From an optimization exercise on the open Yosys and OpenROAD flow, aimed at small area; shortcuts taken in it are not production practice.
The RTL was checked by simulation tests, not by an equivalence proof against the original design.

Setup of the previous run:
==> flow/design.v <==
package regfile_pkg;
    localparam int          XLEN_DEF       = 32;
    localparam int          NREGS_DEF      = 32;
    localparam int          NUM_RPORTS_DEF = 2;
    localparam int          AW_DEF         = $clog2(NREGS_DEF);
    localparam int          SP_INDEX_DEF   = 2;
    localparam int unsigned SP_INIT_DEF    = 32'h0000_2ffc;
    localparam int          HALT_REG_DEF   = 17;
    localparam int unsigned HALT_CODE_DEF  = 32'd10;
    localparam bit BYPASS_EN = 1'b0;
    function automatic integer addr_width(input integer nregs);
        addr_width = $clog2(nregs);
    endfunction
endpackage
module regfile_ao3n (
    input  logic [2:0] s,
    input  logic [2:0] d,
    output logic       yn
);
    assign yn = !((s[0] & d[0]) | (s[1] & d[1]) | (s[2] & d[2]));
endmodule
module regfile_rd_bit (
    input  logic [31:1] s,
    input  logic [31:1] d,
    output logic        y
);
    logic [9:0] g_s;
    for (genvar k = 0; k < 10; k++) begin : g_grp
        regfile_ao3n u_ao (
            .s  (s[3*k+3 -: 3]),
            .d  (d[3*k+3 -: 3]),
            .yn (g_s[k])
        );
    end
    assign y = !(&g_s) | (s[31] & d[31]);
endmodule
module regfile_and2 (
    input  logic a,
    input  logic b,
    output logic y
);
    assign y = a & b;
endmodule
module regfile_nand2 (
    input  logic a,
    input  logic b,
    output logic y
);
    assign y = !(a & b);
endmodule
module regfile_rd_dec
#(
    parameter int NREGS = regfile_pkg::NREGS_DEF,
    parameter int AW    = regfile_pkg::AW_DEF
) (
    input  logic [AW-1:0]    addr,
    output logic [NREGS-1:0] sel
);
    logic [3:0] hi_s;
    logic [7:0] lo_s;
    always_comb begin
        for (int j = 0; j < 4; j++) hi_s[j] = (addr[4:3] == 2'(j));
        for (int i = 0; i < 8; i++) lo_s[i] = (addr[2:0] == 3'(i));
    end
    assign sel[0] = 1'b0;
    for (genvar r = 1; r < NREGS; r++) begin : g_sel
        regfile_and2 u_and (.a(hi_s[r / 8]), .b(lo_s[r % 8]), .y(sel[r]));
    end
endmodule
module regfile_read_port
#(
    parameter int XLEN  = regfile_pkg::XLEN_DEF,
    parameter int NREGS = regfile_pkg::NREGS_DEF,
    parameter int AW    = regfile_pkg::AW_DEF
) (
    input  logic [AW-1:0]                addr,
    input  logic [NREGS-1:0][XLEN-1:0]   rf_view,
    input  logic [NREGS-1:0]             pending,
    output logic [XLEN-1:0]              dout,
    output logic                         busy
);
    logic [NREGS-1:0] sel_s;
    regfile_rd_dec #(.NREGS(NREGS), .AW(AW)) u_dec (.addr(addr), .sel(sel_s));
    for (genvar b = 0; b < XLEN; b++) begin : g_bit
        logic [NREGS-1:1] col_s;
        for (genvar r = 1; r < NREGS; r++) begin : g_row
            assign col_s[r] = rf_view[r][b];
        end
        regfile_rd_bit u_bit (.s(sel_s[NREGS-1:1]), .d(col_s), .y(dout[b]));
    end
    regfile_rd_bit u_busy (.s(sel_s[NREGS-1:1]), .d(pending[NREGS-1:1]), .y(busy));
endmodule
module regfile_scoreboard
#(
    parameter int          XLEN       = regfile_pkg::XLEN_DEF,
    parameter int          NREGS      = regfile_pkg::NREGS_DEF,
    parameter int          NUM_RPORTS = regfile_pkg::NUM_RPORTS_DEF,
    parameter int          SP_INDEX   = regfile_pkg::SP_INDEX_DEF,
    parameter int unsigned SP_INIT    = regfile_pkg::SP_INIT_DEF,
    parameter int          HALT_REG   = regfile_pkg::HALT_REG_DEF,
    parameter int unsigned HALT_CODE  = regfile_pkg::HALT_CODE_DEF,
    localparam int         AW         = regfile_pkg::addr_width(NREGS)
) (
    input  logic                       clk,
    input  logic                       reset,
    input  logic [NUM_RPORTS*AW-1:0]   rs_addr,
    output logic [NUM_RPORTS*XLEN-1:0] rs_dout,
    output logic [NUM_RPORTS-1:0]      rs_busy,
    input  logic                       wr_en,
    input  logic [AW-1:0]              wr_addr,
    input  logic [XLEN-1:0]            wr_data,
    input  logic                       iss_valid,
    input  logic [AW-1:0]              iss_rd,
    input  logic                       is_ecall,
    output logic                       is_halted,
    input  logic [AW-1:0]              dbg_addr,
    output logic [XLEN-1:0]            dbg_data
);
    logic [NREGS-1:0][XLEN-1:0] rf_r;
    logic [NREGS-1:0][XLEN-1:0] rf_nxt_s;
    logic [NREGS-1:0]           pending_r;
    logic [NREGS-1:0]           pending_nxt_s;
    logic [NREGS-1:0]           wsel_s;
    logic [NREGS-1:0]           isel_s;
    logic [NREGS-1:0]           we_s;
    logic [NREGS-1:0]           hold_s;
    logic                       halted_r;
    logic                       wr_ok_s;
    logic                       iss_ok_s;
    logic                       halt_hit_s;
    logic [NUM_RPORTS*XLEN-1:0] rdata_s;
    logic [NUM_RPORTS-1:0]      rbusy_s;
    logic                       dbg_busy_s;
    always_comb begin
        wr_ok_s  = wr_en && (wr_addr != {AW{1'b0}}) && !halted_r;
        iss_ok_s = iss_valid && (iss_rd != {AW{1'b0}}) && !halted_r;
        for (int r = 0; r < NREGS; r++) begin
            wsel_s[r] = wr_ok_s && (wr_addr == AW'(r));
            isel_s[r] = iss_ok_s && (iss_rd == AW'(r));
        end
        pending_nxt_s = '0;
        for (int r = 1; r < NREGS; r++) begin
            pending_nxt_s[r] = !reset && (isel_s[r] || (pending_r[r] && !wsel_s[r]));
        end
        halt_hit_s = is_ecall && (rf_r[HALT_REG] == XLEN'(HALT_CODE));
    end
    logic [3:0] whi_s;
    logic [7:0] wlo_s;
    logic       nrst_s;
    always_comb begin
        for (int j = 0; j < 4; j++) whi_s[j] = wr_ok_s && (wr_addr[4:3] == 2'(j));
        for (int i = 0; i < 8; i++) wlo_s[i] = (wr_addr[2:0] == 3'(i));
        nrst_s = !reset;
    end
    assign we_s[0]   = 1'b0;
    assign hold_s[0] = 1'b0;
    for (genvar r = 1; r < NREGS; r++) begin : g_strobe
        logic wsel_n_s;
        logic we_pre_s;
        regfile_and2  u_wsel (.a(whi_s[r / 8]), .b(wlo_s[r % 8]), .y(we_pre_s));
        regfile_nand2 u_nsel (.a(whi_s[r / 8]), .b(wlo_s[r % 8]), .y(wsel_n_s));
        regfile_and2  u_we   (.a(we_pre_s), .b(nrst_s), .y(we_s[r]));
        regfile_and2  u_hold (.a(wsel_n_s), .b(nrst_s), .y(hold_s[r]));
    end
    assign rf_nxt_s[0] = '0;
    for (genvar r = 1; r < NREGS; r++) begin : g_wrow
        regfile_wr_row #(
            .XLEN (XLEN),
            .INIT ((r == SP_INDEX) ? XLEN'(SP_INIT) : '0)
        ) u_wrow (
            .we    (we_s[r]),
            .hold  (hold_s[r]),
            .reset (reset),
            .d     (wr_data),
            .q     (rf_r[r]),
            .nxt   (rf_nxt_s[r])
        );
    end
    always_ff @(posedge clk) begin
        for (int r = 1; r < NREGS; r++) begin
            rf_r[r]      <= rf_nxt_s[r];
            pending_r[r] <= pending_nxt_s[r];
        end
        halted_r <= !reset && (halted_r || halt_hit_s);
    end
    assign rf_r[0]      = '0;
    assign pending_r[0] = 1'b0;
    for (genvar i = 0; i < NUM_RPORTS; i++) begin : g_rport
        regfile_read_port #(
            .XLEN  (XLEN),
            .NREGS (NREGS),
            .AW    (AW)
        ) u_port (
            .addr    (rs_addr[i*AW +: AW]),
            .rf_view (rf_r),
            .pending (pending_r),
            .dout    (rdata_s[i*XLEN +: XLEN]),
            .busy    (rbusy_s[i])
        );
    end
    regfile_read_port #(
        .XLEN  (XLEN),
        .NREGS (NREGS),
        .AW    (AW)
    ) u_dbg (
        .addr    (dbg_addr),
        .rf_view (rf_r),
        .pending (pending_r),
        .dout    (dbg_data),
        .busy    (dbg_busy_s)
    );
    assign rs_dout   = rdata_s;
    assign rs_busy   = rbusy_s;
    assign is_halted = halted_r;
endmodule
module regfile_wr_row
#(
    parameter int           XLEN = regfile_pkg::XLEN_DEF,
    parameter logic [XLEN-1:0] INIT = '0
) (
    input  logic            we,
    input  logic            hold,
    input  logic            reset,
    input  logic [XLEN-1:0] d,
    input  logic [XLEN-1:0] q,
    output logic [XLEN-1:0] nxt
);
    assign nxt = (d & {XLEN{we}}) | (q & {XLEN{hold}}) | (INIT & {XLEN{reset}});
endmodule
export LEC_CHECK = 0
export CAP_MARGIN = 20
export CORE_MARGIN = 2
export CORE_UTILIZATION = 40
export CTS_CLUSTER_DIAMETER = 80
export CTS_CLUSTER_SIZE = 25
export SLEW_MARGIN = 20
export SYNTH_HIERARCHICAL = 1
export SYNTH_MINIMUM_KEEP_SIZE = 0
create_clock -name core_clock -period 10.0 [get_ports {clk}]
standard.sh (not shown) runs the stock make flow with config.mk's settings and CLKGATE_MAP_FILE= SYNTH_SCRIPT=/design/flow/synth_recipe.tcl, a recipe that flattens the netlist after the stock synthesis.
==> flow/flow/run.sh <==
#!/bin/bash
# Standard ORFS layout; the only change is the cell used for the port buffers
# (buf_1 instead of the default pick). Tool logs stay under orfs/logs; the make
# output is also kept in flow_make.log.
set -euo pipefail
bash standard.sh "BUFFER_PORTS_ARGS=-buffer_cell sky130_fd_sc_hd__buf_1" finish > flow_make.log 2>&1
Setup changes, the previous run to the current run
==> flow/flow/run.sh <==
#!/bin/bash
# Standard ORFS layout with two changes: the port buffers use buf_1 instead of
# the default pick, and clock tree synthesis inserts no dummy loads (same
# clustering as config.mk's CTS_CLUSTER_SIZE / CTS_CLUSTER_DIAMETER). Tool logs
# stay under orfs/logs; the make output is also kept in flow_make.log.
set -euo pipefail
bash standard.sh \
  "BUFFER_PORTS_ARGS=-buffer_cell sky130_fd_sc_hd__buf_1" \
  "CTS_ARGS=-sink_clustering_enable -repair_clock_nets -sink_clustering_size 25 -sink_clustering_max_diameter 80 -dont_use_dummy_load" \
  finish > flow_make.log 2>&1
-- flow/config.mk --
<<< the previous run, line 10
export CORE_UTILIZATION = 40
>>> the current run, line 10
export CORE_UTILIZATION = 46
Notes after the runs:
Looking only at met2 track utilization from global routing, and setting everything else aside, the higher value of the current run and the previous run goes to the current run. For the previous run, the launching instance or port of the critical path was rs_addr[7], unlike the current run, where it was rs_addr[5]. Across both runs, depth of the critical timing path with buffers and inverters included was lower for the current run than for the previous run. Clock-buffer cell count: the current run and the previous run compared, lower one is the current run. Of the current run and the previous run, the run reporting the higher per-cell routed wire length was the current run.

what the ideal ports hide:
No port has a modelled driver above. Below, the same layouts with a new extraction and two added sets of constraints.
Step 1: set_driving_cell puts a clkbuf_16 on clk and a buf_2 on each other input, an assumption about the parent block.
Step 2 adds t to the input delays and takes it off the output delays; t is the mean of the earliest and latest rising clock arrival at the registers after step 1. Input paths then give back, and output paths get back, about the clock's delay inside the block.
Slacks: no drivers / after step 1 / after step 2; pairs: no drivers / after step 1.
run | shift t [ns] | setup WS [ns] | worst data-port slew with drivers (ns)
the previous run | 0.784 | 2.777 / 2.713 / 2.713 | 0.09
the current run | 0.778 | 2.780 / 2.746 / 2.746 | 0.14
After both steps every run listed still meets setup and hold. The setup slack of the previous run, which loses most, moves by -0.064 ns with the drivers and by -0.064 ns with both steps.
